Background: an optimization exercise with open tools, aiming at small area, a short achievable clock period and few clock cycles per item. Do not read the settings as production practice.
Function was checked by simulation only, so behaviour that the tests miss may differ from the original.
No activity file was given, so power comes from the tool's default toggle rates.

[flow/config.mk]
export PLATFORM = sky130hd
export DESIGN_NAME = dp_seq_core
export DESIGN_NICKNAME = dp_seq_core
export VERILOG_FILES = /design/flow/design.v
export SDC_FILE = /design/flow/constraint.sdc
export NUM_CORES = 4
export LEC_CHECK = 0
export CAP_MARGIN = 20
export CORE_MARGIN = 2
export CORE_UTILIZATION = 40
export SLEW_MARGIN = 20
[flow/constraint.sdc]
create_clock -name core_clock -period 6.5 [get_ports {clk_i}]
set_input_delay 1.3000 -clock core_clock [delete_from_list [all_inputs] [get_ports {clk_i}]]
set_output_delay 1.3000 -clock core_clock [all_outputs]
set_load 0.01 [all_outputs]
[flow/design.v]
module dp_seq_core #(
    parameter int                DATA_W = 32,
    parameter int                ADDR_W = 26,
    parameter int                RF_AW  = 5,
    parameter logic [ADDR_W-1:0] PC_RST = 'h1000,
    parameter logic [ADDR_W-1:0] SP_RST = 'h3ffffff,
    parameter int                CTRL_W = 24
) (
    input  logic              clk_i,
    input  logic              rst_ni,
    input  logic              ctrl_valid_i,
    output logic              ctrl_ready_o,
    input  logic [CTRL_W-1:0] ctrl_i,
    output logic              done_o,
    output logic              mem_req_o,
    output logic              mem_we_o,
    input  logic              mem_ack_i,
    output logic [ADDR_W-1:0] addr_o,
    output logic [DATA_W-1:0] data_out_o,
    input  logic [DATA_W-1:0] data_in_i,
    output logic [31:0]       instruction_o,
    output logic              zero_o
);
    localparam int RF_D  = 1 << RF_AW;
    localparam int CNT_W = $clog2(DATA_W);
    typedef enum logic [2:0] {S_IDLE, S_OPRD, S_EXEC, S_MEM, S_WB} state_t;
    state_t              state_q;
    logic [CTRL_W-1:0]   ctrl_q;
    logic [ADDR_W-1:0]   pc_q, sp_q, pc1_q;
    logic [31:0]         ir_q;
    logic                zero_q;
    logic [DATA_W-1:0]   rf_q [RF_D];
    logic [DATA_W-1:0]   opa_q, opb_q, rs_q, rt_q, res_q, mdat_q;
    logic [CNT_W-1:0]    cnt_q;
    logic                ready_q, done_q, req_q, we_q;
    logic [ADDR_W-1:0]   addr_q;
    logic [DATA_W-1:0]   dout_q;
    logic       c_pc_ld, c_ir_ld, c_rf_we, c_rs_zero, c_sp_ld, c_op1_sp;
    logic       c_mem_rd, c_mem_wr, c_ma_sp, c_ma_pc, c_md_rs;
    logic [1:0] c_pc_src, c_wd_src, c_wa_src;
    logic [2:0] c_op2_src;
    logic [3:0] c_alu_op;
    assign c_pc_ld   = ctrl_q[0];
    assign c_pc_src  = ctrl_q[2:1];
    assign c_ir_ld   = ctrl_q[3];
    assign c_rf_we   = ctrl_q[4];
    assign c_wd_src  = ctrl_q[6:5];
    assign c_wa_src  = ctrl_q[8:7];
    assign c_rs_zero = ctrl_q[9];
    assign c_sp_ld   = ctrl_q[10];
    assign c_op1_sp  = ctrl_q[11];
    assign c_op2_src = ctrl_q[14:12];
    assign c_alu_op  = ctrl_q[18:15];
    assign c_mem_rd  = ctrl_q[19];
    assign c_mem_wr  = ctrl_q[20];
    assign c_ma_sp   = ctrl_q[21];
    assign c_ma_pc   = ctrl_q[22];
    assign c_md_rs   = ctrl_q[23];
    logic [RF_AW-1:0]  rs_idx, rt_idx, wa_idx;
    logic [DATA_W-1:0] rs_rd, rt_rd, op1_d, op2_d, alu_d, exec_res_d, wd_d;
    logic [DATA_W-1:0] imm_sx, imm_zx;
    logic [ADDR_W-1:0] ma_d, pc_next_d;
    logic              is_mul, exec_last;
    assign rs_idx = c_rs_zero ? '0 : ir_q[21 +: RF_AW];
    assign rt_idx = ir_q[16 +: RF_AW];
    assign rs_rd  = (rs_idx == '0) ? '0 : rf_q[rs_idx];
    assign rt_rd  = (rt_idx == '0) ? '0 : rf_q[rt_idx];
    assign imm_sx = {{(DATA_W-16){ir_q[15]}}, ir_q[15:0]};
    assign imm_zx = DATA_W'(ir_q[15:0]);
    assign op1_d  = c_op1_sp ? DATA_W'(sp_q) : rs_rd;
    always_comb begin
        op2_d = '0;
        case (c_op2_src)
            3'd0:    op2_d = rt_rd;
            3'd1:    op2_d = imm_sx;
            3'd2:    op2_d = imm_zx;
            3'd3:    op2_d = DATA_W'(ir_q[10:6]);
            3'd4:    op2_d = DATA_W'(1);
            default: op2_d = '0;
        endcase
    end
    always_comb begin
        alu_d = '0;
        case (c_alu_op)
            4'd0:    alu_d = opa_q + opb_q;
            4'd1:    alu_d = opa_q - opb_q;
            4'd2:    alu_d = opa_q & opb_q;
            4'd3:    alu_d = opa_q | opb_q;
            4'd4:    alu_d = ~(opa_q | opb_q);
            4'd5:    alu_d = DATA_W'($signed(opa_q) < $signed(opb_q));
            4'd6:    alu_d = opa_q << opb_q[4:0];
            4'd7:    alu_d = opa_q >> opb_q[4:0];
            default: alu_d = '0;
        endcase
    end
    assign is_mul     = (c_alu_op == 4'd8);
    assign exec_res_d = is_mul ? (res_q + (opb_q[0] ? opa_q : '0)) : alu_d;
    assign exec_last  = !is_mul || (cnt_q == CNT_W'(DATA_W - 1));
    always_comb begin
        ma_d = exec_res_d[ADDR_W-1:0];
        if (c_ma_pc)
            ma_d = pc_q;
        else if (c_ma_sp)
            ma_d = c_sp_ld ? exec_res_d[ADDR_W-1:0] : sp_q;
    end
    always_comb begin
        pc_next_d = pc1_q;
        case (c_pc_src)
            2'd0: pc_next_d = pc1_q;
            2'd1: pc_next_d = pc1_q + ADDR_W'(imm_sx);
            2'd2: pc_next_d = rs_q[ADDR_W-1:0];
            2'd3: pc_next_d = ADDR_W'(ir_q[25:0]);
        endcase
    end
    always_comb begin
        wd_d   = res_q;
        wa_idx = '0;
        case (c_wd_src)
            2'd0: wd_d = res_q;
            2'd1: wd_d = mdat_q;
            2'd2: wd_d = DATA_W'({ir_q[15:0], 16'h0000});
            2'd3: wd_d = DATA_W'(pc1_q);
        endcase
        case (c_wa_src)
            2'd0: wa_idx = ir_q[11 +: RF_AW];
            2'd1: wa_idx = ir_q[16 +: RF_AW];
            2'd2: wa_idx = RF_AW'(31);
            2'd3: wa_idx = '0;
        endcase
    end
    always_ff @(posedge clk_i or negedge rst_ni) begin
        if (!rst_ni) begin
            state_q <= S_IDLE;
            ctrl_q  <= '0;
            pc_q    <= PC_RST;
            sp_q    <= SP_RST;
            pc1_q   <= '0;
            ir_q    <= '0;
            zero_q  <= 1'b0;
            for (int i = 0; i < RF_D; i++) rf_q[i] <= '0;
            opa_q   <= '0;
            opb_q   <= '0;
            rs_q    <= '0;
            rt_q    <= '0;
            res_q   <= '0;
            mdat_q  <= '0;
            cnt_q   <= '0;
            ready_q <= 1'b1;
            done_q  <= 1'b0;
            req_q   <= 1'b0;
            we_q    <= 1'b0;
            addr_q  <= '0;
            dout_q  <= '0;
        end else begin
            case (state_q)
                S_IDLE: begin
                    if (ctrl_valid_i) begin
                        ctrl_q  <= ctrl_i;
                        ready_q <= 1'b0;
                        state_q <= S_OPRD;
                    end
                end
                S_OPRD: begin
                    opa_q   <= op1_d;
                    opb_q   <= op2_d;
                    rs_q    <= rs_rd;
                    rt_q    <= rt_rd;
                    pc1_q   <= pc_q + ADDR_W'(1);
                    res_q   <= '0;
                    cnt_q   <= '0;
                    state_q <= S_EXEC;
                end
                S_EXEC: begin
                    res_q <= exec_res_d;
                    if (is_mul) begin
                        opa_q <= opa_q << 1;
                        opb_q <= opb_q >> 1;
                        cnt_q <= cnt_q + CNT_W'(1);
                    end
                    if (exec_last) begin
                        if (c_mem_rd || c_mem_wr) begin
                            req_q   <= 1'b1;
                            we_q    <= c_mem_wr;
                            addr_q  <= ma_d;
                            dout_q  <= c_md_rs ? rs_q : rt_q;
                            state_q <= S_MEM;
                        end else begin
                            done_q  <= 1'b1;
                            state_q <= S_WB;
                        end
                    end
                end
                S_MEM: begin
                    if (mem_ack_i) begin
                        mdat_q  <= data_in_i;
                        req_q   <= 1'b0;
                        we_q    <= 1'b0;
                        done_q  <= 1'b1;
                        state_q <= S_WB;
                    end
                end
                S_WB: begin
                    done_q  <= 1'b0;
                    ready_q <= 1'b1;
                    state_q <= S_IDLE;
                    if (c_pc_ld) pc_q <= pc_next_d;
                    if (c_sp_ld) sp_q <= res_q[ADDR_W-1:0];
                    if (c_rf_we && (wa_idx != '0)) rf_q[wa_idx] <= wd_d;
                    if (c_ir_ld && c_mem_rd) ir_q <= mdat_q[31:0];
                    if ((c_rf_we && (c_wd_src == 2'd0)) || c_sp_ld) zero_q <= (res_q == '0);
                end
                default: state_q <= S_IDLE;
            endcase
        end
    end
    assign ctrl_ready_o  = ready_q;
    assign done_o        = done_q;
    assign mem_req_o     = req_q;
    assign mem_we_o      = we_q;
    assign addr_o        = addr_q;
    assign data_out_o    = dout_q;
    assign instruction_o = ir_q;
    assign zero_o        = zero_q;
endmodule
[flow/run.sh]
#!/bin/bash
# synth_recipe.tcl (not shown) runs the flow's synth.tcl, then flattens the netlist and writes it again
# the make line also repeats each setting of config.mk as NAME=value (left out here)
make -C /OpenROAD-flow-scripts/flow DESIGN_CONFIG=/design/flow/config.mk WORK_HOME=/design/flow/orfs CLKGATE_MAP_FILE= SYNTH_SCRIPT=/design/flow/synth_recipe.tcl finish
==> run notes <==
where the power goes:
part | switching (W) | internal, W | total (W)
Combinational | 0.0137 | 0.00543 | 0.0191
Sequential | 0.00230 | 0.00996 | 0.0123
Clock | 0.00405 | 0.00534 | 0.00938
Total | 0.0200 | 0.0207 | 0.0407
worst paths after layout:
kind / startpoint / to / slack, ns / cells past startpoint
hold reg to reg: rt_q[0]$_DFFE_PN0P_ / rt_q[0]$_DFFE_PN0P_ / 0.48 / 2
setup / recovery: ir_q[16]$_DFFE_PN0P_ / opb_q[4]$_DFFE_PN0P_ / 0.76 / 12
setup reg to reg: ir_q[16]$_DFFE_PN0P_ / opb_q[4]$_DFFE_PN0P_ / 0.76 / 12
hold / removal: rst_ni / pc1_q[5]$_DFFE_PN0P_ / 0.37 / 1
max in group asynchronous: rst_ni / rf_q[16][22]$_DFFE_PN0P_ / 4.39 / 2
min in group core_clock: rt_q[0]$_DFFE_PN0P_ / rt_q[0]$_DFFE_PN0P_ / 0.48 / 2
cell type report:
class,count,area [um^2],area share
antenna,18,45.0,0.000518
clock buffer,217,4400,0.0506
clock inverter,67,902,0.0104
inverter,141,529,0.00608
multi-input combinational,6387,39500,0.454
sequential,1389,34800,0.400
tap,2511,3140,0.0361
timing repair buffer,393,3660,0.0421
per-stage QoR:
step                hold WS (ns)  total power (W)   util  area (um^2)  cells
global route               0.425           0.0416  0.457        87000  11100
global placement           0.458           0.0302  0.428        81500  10800
finish                     0.367           0.0407  0.457        87000  11100
CTS                        0.419           0.0396  0.456        86800  11100
floorplan                  0.445           0.0213      -        76600   8676
detailed placement         0.464           0.0303  0.429        81500  10800
cell usage in the layout, fill, tap and decap left out, types with 20 or more instances in the layout:
master / count
a211oi_1: 46
a21o_1: 36
a21oi_1: 416
a21oi_2: 27
a221oi_1: 38
a222oi_1: 63
a22o_1: 29
a22oi_1: 881
a31oi_1: 31
and2_1: 20
and3_1: 32
buf_12: 20
buf_4: 216
clkbuf_1: 34
clkbuf_16: 156
clkbuf_8: 27
clkdlybuf4s50_1: 153
clkinv_2: 28
dfrtp_1: 1348
dfstp_2: 28
ha_1: 167
inv_1: 139
mux2_2: 161
mux2i_1: 163
mux4_2: 56
nand2_1: 1539
nand2_4: 27
nand2b_1: 34
nand3_1: 114
nand4_1: 167
nor2_1: 392
nor2_4: 64
nor2b_1: 23
nor3_1: 99
o211ai_1: 46
o21ai_0: 1277
o221ai_1: 20
o22ai_1: 23
xnor2_1: 53
xor2_1: 29
kinds of logic (layout without fill, tap and decap cells):
group | Yosys count | in the layout | synth area share
compound gates | 3128 | 3128 | 0.255
simple gates | 2626 | 2626 | 0.146
flops | 1389 | 1389 | 0.454
buf+inv | 900 | 818 | 0.0454
mux | 380 | 380 | 0.0614
fa+ha+maj | 171 | 171 | 0.0283
xor+xnor | 82 | 82 | 0.00937
other cells | 0 | 18 | 0
per-layer routing:
layer  vias up  GRT usage  share of wire
li1      31100          -              -
met5         -    0.00147        0.00025
met4        16      0.309          0.097
met2      6621      0.575           0.40
met3      2128      0.168           0.14
met1     37300      0.497           0.35
sequential cells by signal (all words and copies together), names as in the netlist:
signal and count:
addr_q 26, opa_q 32, sp_q 26, done_q 1, rs_q 32, dout_q 32, opb_q 32, mdat_q 32
we_q 1, res_q 32, pc_q 26, rt_q 32, ctrl_q 24, pc1_q 26, rf_q 992, ready_q 1
ir_q 32, cnt_q 5, zero_q 1, req_q 1, state_q 3
==> reports/qor.yml <==
maxSlewViolCount: 0
fin_crit_ns: 5.74
synth_area_per_cell_um2: 8.83
crit_path_top_delay_cell: "nor2_4"
p_leak_nw: 36.8
crit_path_frequent_cell: "a21oi_1"
crit_type: "reg2reg"
yosys-top-cells-area: "dfrtp_1 44%, a22oi_1 8.6%, o21ai_0 8.4%"
hpwlAfterDp_mm: 264
period_share: 0.882
arrival_ns: 6.45
power.density_mw_per_mm2: 468
post_drt_wl_per_cell_um: 36.9
hold_buffers: 0
numCtsBuffers: 155
synth_largest_area_cell: "dfrtp_1"
htreeDepth: 4
yosysMostFrequentCell: "nand2_1"
synth_cell_types: 92
clk_pin_slew_worst_paths_ns: 0.06
fin_tns_setup_ns: 0
slew_headroom: 0.0378
crit_path_end_kind: "register"
gp_congestion: 1.04
grt_overflow: 0
routed_wl_mm: 411
cts-resized-gates: 0
final-hold-violation-count: 0
dieHeight_um: 442
ir_worst_vdd_v: 0.000297
synthArstFlopShare: 1.00
yosysTopAreaCellShare: 0.444
required_ns: 7.22
synth_edf_count: 0
skew_ns: 0.0818
via_count: 77200
rsz0062_at_grt: "no"
grt_max_degree: 169
place_ws_ns: 1.22
status: "no timing/DRC/antenna violations"
crit_fanout: 18
syn_to_final_growth_pct: 13.5
syn_area_mm2: 0.0766
synth_cells: 8676
grt_pass1_wl_mm: 570
worst_pin_slew_ns: 1.44
start_util: 0.403
port-buffer-count: 154
die_w_um: 442
dr.pass1.iters: 14
drt_iter0_drc: 14600
grtUsageTotal: 0.409
synthesis.nets: 8907
max_freq_mhz: 174
synth_seq_cells: 1389
max_stage_delay_ns: 1.07
antenna_found_initial: 25
core_mm2: 0.190
ant_nets: 0
synthFlopType: "dfrtp_1"
worst_slack_ns: 0.764
synth_common_cells: "1568 x nand2_1, 1361 x dfrtp_1, 1287 x o21ai_0"
viasPerCell: 6.94
clock_insertion_delay_worst_skew_ns: 0.87
clock_path_buffers: 3
crit_path_cell_trace: "buf_4 -> nand3b_1 -> nor2_4 -> buf_12 -> a22oi_1 -> nand2_1 -> nor3_1 -> a21oi_1 -> mux2i_1 -> o21ai_0 -> a221oi_1 -> a21oi_1"
postCtsSetupBuffers: 0
io-pin-count: 155
path_buf_inv: 2
drive_gt1_frac: 0.111
synth-seq-area-share: 0.454
cts.sinks: 1389
grt_pass1_vias: 72100
cts_tree: "done"
cts_root_buffer: "clkbuf_16"
num-nets-final: 8698
startpoint_type: "register"
critPathTopFamily: "compound AO/OA/AOI/OAI gates"
drc: 0
finalSetupViolCount: 0
fillers: 18300
die_area_mm2: 0.195
rows: 160
worstHoldPathType: "in2async"
yosys_warnings: 2
drv_cap: 0
Testbench counts, summed over its fixed seeds: cycles 34,621, items 4,800.

what the ideal ports hide:
The results above use ideal ports. As a check the final layout listed here was re-extracted and re-timed, cells and wires unchanged.
Step 1, drivers: a clkbuf_16 drives clk_i and a buf_2 each remaining input, both assumed.
Step 2, shift: input delay + t, output delay - t, t = (earliest + latest rising clock arrival at the registers) / 2. This alone moves slack from input paths to output paths.
a / b / c = no drivers / after step 1 / after step 2; a / b = the first two.
t (ns): 0.914
setup WS [ns]: 0.764 / 0.764 / 0.764
hold slack, ns: 0.367 / 0.366 / 0.476
latest minus earliest clock arrival (ns): 0.089 / 0.089
worst register clock-pin slew, ns: 0.07 / 0.07
After both steps setup and hold are still met in this run. The setup slack of this run moves by 0.000 ns with the drivers and by 0.000 ns with both steps.
